Background: an optimization exercise with open tools, aiming at small area, a short achievable clock period and few clock cycles per item. Do not read the settings as production practice. The RTL was checked by simulation tests, not by an equivalence proof against the original design. Power is estimated from default activity; no workload was simulated.

## run 1
==> flow/design.v <==
module bf_tape #(
  parameter int DATA_W = 8,
  parameter int ADDR_W = 8,
  parameter int DEPTH  = 2**ADDR_W
) (
  input  logic              clk,
  input  logic              rst_n,
  input  logic              cmd_valid,
  output logic              cmd_ready,
  input  logic [2:0]        cmd_op,
  input  logic [DATA_W-1:0] cmd_data,
  output logic [DATA_W-1:0] cell_out,
  output logic              cell_zero,
  output logic [ADDR_W-1:0] ptr_out,
  output logic              err
);
  localparam logic [2:0] OP_NOP = 3'd0, OP_INC = 3'd1, OP_DEC = 3'd2, OP_RIGHT = 3'd3,
                         OP_LEFT = 3'd4, OP_WRITE = 3'd5, OP_ADD = 3'd6, OP_CLEAR_ALL = 3'd7;
  localparam int NH = 16;    
  localparam int NL = 16;    
  logic [ADDR_W-1:0] ptr;
  logic [NH-1:0]     ph;     
  logic [NL-1:0]     pl;     
  logic [DATA_W-1:0] cur, nb_r, nb_l;
  logic              zero_q;
  logic              err_q;
  logic              clr_pend;
  logic              ready_q;
  logic [NH-1:0] wh;
  logic [NL-1:0] wl;
  assign wh = ph | {NH{clr_pend}};
  assign wl = pl | {NL{clr_pend}};
  logic [DATA_W-1:0] wdata;
  assign wdata = clr_pend ? '0 : cur;
  logic [DEPTH-1:0][DATA_W-1:0] cells;
  logic [DEPTH-1:0]             rsel;    
  for (genvar i = 0; i < DEPTH; i++) begin : g_cell
    localparam int IM = (i + DEPTH - 2) % DEPTH;
    localparam int IP = (i + 2) % DEPTH;
    always_ff @(posedge clk)
      if (wh[i / NL] && wl[i % NL]) cells[i] <= wdata;
    assign rsel[i] = (ph[IM / NL] && pl[IM % NL]) || (ph[IP / NL] && pl[IP % NL]);
  end
  logic [DATA_W-1:0] rd_b0, rd_b1;
  always_comb begin
    rd_b0 = '0;
    rd_b1 = '0;
    for (int i = 0; i < DEPTH; i++) begin
      if ((i >> 2) & 1) rd_b1 = rd_b1 | (cells[i] & {DATA_W{rsel[i]}});
      else              rd_b0 = rd_b0 | (cells[i] & {DATA_W{rsel[i]}});
    end
  end
  logic              p2_hi;
  logic [DATA_W-1:0] rd_p2, rd_m2;
  assign p2_hi = ptr[2] ^ ptr[1];
  assign rd_p2 = clr_pend ? '0 : (p2_hi ? rd_b1 : rd_b0);
  assign rd_m2 = clr_pend ? '0 : (p2_hi ? rd_b0 : rd_b1);
  logic accept, at_last, at_first;
  assign accept   = cmd_valid && ready_q;
  assign at_last  = ph[NH-1] && pl[NL-1];
  assign at_first = ph[0] && pl[0];
  logic mv_r, mv_l, clr, oob;
  assign mv_r = accept && cmd_op == OP_RIGHT && !at_last;
  assign mv_l = accept && cmd_op == OP_LEFT  && !at_first;
  assign clr  = accept && cmd_op == OP_CLEAR_ALL;
  assign oob  = accept && ((cmd_op == OP_RIGHT && at_last) || (cmd_op == OP_LEFT && at_first));
  logic [DATA_W-1:0] cur_nx;
  logic              zero_nx;
  logic [DATA_W-1:0] cur_inc, cur_dec, neg_cur;
  logic [ADDR_W-1:0] ptr_inc, ptr_dec, ptr_neg;
  bf_tape_step #(.W(DATA_W)) u_cur_step (.a(cur), .inc(cur_inc), .dec(cur_dec), .neg(neg_cur));
  logic [DATA_W-1:0] cur_add;
  bf_tape_add #(.W(DATA_W)) u_add (.a(cur), .b(cmd_data), .y(cur_add));
  bf_tape_step #(.W(ADDR_W)) u_ptr_step (.a(ptr), .inc(ptr_inc), .dec(ptr_dec), .neg(ptr_neg));
  always_comb begin
    cur_nx  = cur;
    zero_nx = zero_q;
    if (accept) begin
      case (cmd_op)
        OP_INC:       begin cur_nx = cur_inc;          zero_nx = (cur == '1); end
        OP_DEC:       begin cur_nx = cur_dec;          zero_nx = (cur == DATA_W'(1)); end
        OP_WRITE:     begin cur_nx = cmd_data;         zero_nx = (cmd_data == '0); end
        OP_ADD:       begin cur_nx = cur_add;            zero_nx = (cmd_data == neg_cur); end
        OP_RIGHT:     if (!at_last)  begin cur_nx = nb_r; zero_nx = (nb_r == '0); end
        OP_LEFT:      if (!at_first) begin cur_nx = nb_l; zero_nx = (nb_l == '0); end
        OP_CLEAR_ALL: begin cur_nx = '0; zero_nx = 1'b1; end
        default: ;
      endcase
    end
  end
  always_ff @(posedge clk or negedge rst_n) begin
    if (!rst_n) begin
      ph       <= NH'(1);
      pl       <= NL'(1);
      clr_pend <= 1'b1;
      ready_q  <= 1'b0;
    end else begin
      ready_q  <= 1'b1;
      clr_pend <= clr;
      if (clr) begin
        ph <= NH'(1);
        pl <= NL'(1);
      end else if (mv_r) begin
        pl <= {pl[NL-2:0], pl[NL-1]};
        if (pl[NL-1]) ph <= {ph[NH-2:0], ph[NH-1]};
      end else if (mv_l) begin
        pl <= {pl[0], pl[NL-1:1]};
        if (pl[0]) ph <= {ph[0], ph[NH-1:1]};
      end
    end
  end
  always_ff @(posedge clk) begin
    if (!ready_q) begin
      ptr    <= '0;
      cur    <= '0;
      nb_r   <= '0;
      nb_l   <= '0;
      zero_q <= 1'b1;
      err_q  <= 1'b0;
    end else begin
      cur    <= cur_nx;
      zero_q <= zero_nx;
      if (oob) err_q <= 1'b1;
      if (clr) begin
        ptr  <= '0;
        nb_r <= '0;
        nb_l <= '0;
      end else if (mv_r) begin
        ptr  <= ptr_inc;
        nb_l <= cur;
        nb_r <= rd_p2;
      end else if (mv_l) begin
        ptr  <= ptr_dec;
        nb_r <= cur;
        nb_l <= rd_m2;
      end
    end
  end
  assign cmd_ready = ready_q;
  assign cell_out  = cur;
  assign cell_zero = zero_q;
  assign ptr_out   = ptr;
  assign err       = err_q;
endmodule
module bf_tape_step #(parameter int W = 8) (
  input  logic [W-1:0] a,
  output logic [W-1:0] inc,
  output logic [W-1:0] dec,
  output logic [W-1:0] neg
);
  assign inc = a + W'(1);
  assign dec = a - W'(1);
  assign neg = -a;
endmodule
module bf_tape_add #(parameter int W = 8) (
  input  logic [W-1:0] a,
  input  logic [W-1:0] b,
  output logic [W-1:0] y
);
  localparam int L = (W <= 2) ? 1 : (W <= 4) ? 2 : (W <= 8) ? 3 : (W <= 16) ? 4 : 5;
  logic [W-1:0] g [L+1];
  logic [W-1:0] p [L+1];
  assign g[0] = a & b;
  assign p[0] = a ^ b;
  for (genvar l = 0; l < L; l++) begin : g_lvl
    for (genvar i = 0; i < W; i++) begin : g_bit
      if (i >= (1 << l)) begin : g_comb
        assign g[l+1][i] = g[l][i] | (p[l][i] & g[l][i - (1 << l)]);
        assign p[l+1][i] = p[l][i] & p[l][i - (1 << l)];
      end else begin : g_pass
        assign g[l+1][i] = g[l][i];
        assign p[l+1][i] = p[l][i];
      end
    end
  end
  assign y = p[0] ^ {g[L][W-2:0], 1'b0};
endmodule
Settings: LEC_CHECK=0, ABC_AREA=1, CAP_MARGIN=20, CORE_MARGIN=2, CORE_UTILIZATION=60, CTS_CLUSTER_DIAMETER=60, CTS_CLUSTER_SIZE=25, SETUP_SLACK_MARGIN=3.5, SLEW_MARGIN=40, SYNTH_HIERARCHICAL=1, SYNTH_MINIMUM_KEEP_SIZE=0; clock period 6.0 ns.
run.sh (not shown) runs the stock make flow with config.mk's settings and CLKGATE_MAP_FILE= SYNTH_SCRIPT=/design/flow/synth_recipe.tcl, a recipe that flattens the netlist after the stock synthesis.
In summary, run 1 completed successfully, with a layout that passed the timing, design-rule and antenna checks.
Testbench counts of run 1, summed over its fixed seeds: cycles 48,048, items 48,032.
Inputs modified between run 1 and run 2:
- changing CTS_CLUSTER_DIAMETER from 60 to 100
- changing SETUP_SLACK_MARGIN from 3.5 to 3.8
==> summary.txt <==
- Routed wire length ends up higher on run 2.
- From run 1 to run 2, clock tree buffer depth did not move at all.
- Comparing run 2 with run 1, the number of standard cells in the final layout excluding fillers came out essentially unchanged.
- Of the two values seen for timing startpoint of the critical path, pl[14]$_DFFE_PN0P_ was produced by run 1 and ready_q$_DFF_PN0_ by run 2.
- Run 2 — share of power burned in combinational logic 8.4 points higher, run 1 as reference
- Summary of run 2 over run 1: area overhead of the layout relative to synthesis saw an increase, cell area saw an increase.
- Run 2 vs run 1: maximum frequency up
- Relative contribution of the clock network to total power, run 1 and run 2: larger value in run 1
- [compare] base=run 1 new=run 2: share of the clock period used by the worst path decreased 1.7 points; number of vias after detailed routing saw an increase.
Input changes introduced in run 3 (baseline for comparison: run 2):
- a change of SETUP_SLACK_MARGIN from 3.8 to 3.5
Findings:
Of run 2 and run 3, run 3 shows the lower fraction of power spent switching nets, with run 2 above it.
Run 2 reports its launch point of the worst path as ready_q$_DFF_PN0_ while run 3 reports ph[10]$_DFFE_PN0P_.
Final cell area: run 3 below run 2
The clock-buffer cell count was comparable across run 2 and run 3.
Taking run 2 over run 3, the largest net degree at the start of global routing ratio works out to 0.948.
Total design power | run 3 below run 2
### run 3 -> run 4
- PLACE_DENSITY newly set to 0.75
### Flow results
- Run 4 ended up with cells[1277]$_DFFE_PP_ as its last element of the critical path; run 3 ended up with nb_r[6]$_SDFFE_PP0P_.
- Global-route usage ended up 1.3 points lower on run 4 than on run 3.
- Summary: with run 3 as the reference, total wire length after detailed routing in run 4 moved down by a few percent.
- Run 4 vs run 3 on non-clock buffer count: run 4 is the lower one.
- Run 4 -> run 3: proportion of total power due to net switching flat
- Total congestion overflow across run 4 and run 3: no real change.
- Summary of the comparison: synthesis-to-finish area growth is higher in run 4, relative to run 3.
- Comparing run 4 with run 3, the total power draw came out essentially unchanged.

[port drivers added, routing unchanged]
The results above use ideal ports. As a check the final layouts listed here were re-extracted and re-timed, cells and wires unchanged. Step 1 sets driving cells, clkbuf_16 on the clock port and buf_2 on the other inputs (assumed; they add their load-dependent delay and slew). Step 2 times the ports against the registers' clock, not the clock port: input delays grow and output delays shrink by t, the midpoint of the rising clock arrivals with the driver on. a / b / c = ideal ports / drivers / drivers and shift; a / b = the first two.
run | t, ns | setup slack, ns | worst setup path at the end | latest minus earliest clock arrival (ns) | worst slew at a driven data input, ns
run 1 | 0.887 | 3.446 / 3.410 / 2.799 | input to register | 0.051 / 0.051 | 0.03
run 2 | 0.820 | 3.548 / 3.457 / 2.939 | input to register | 0.033 / 0.033 | 0.03
run 3 | 0.818 | 3.489 / 3.446 / 2.820 | input to register | 0.035 / 0.034 | 0.03
run 4 | 0.824 | 3.465 / 3.450 / 2.796 | input to register | 0.047 / 0.047 | 0.05
After both steps setup and hold are still met in every run listed.
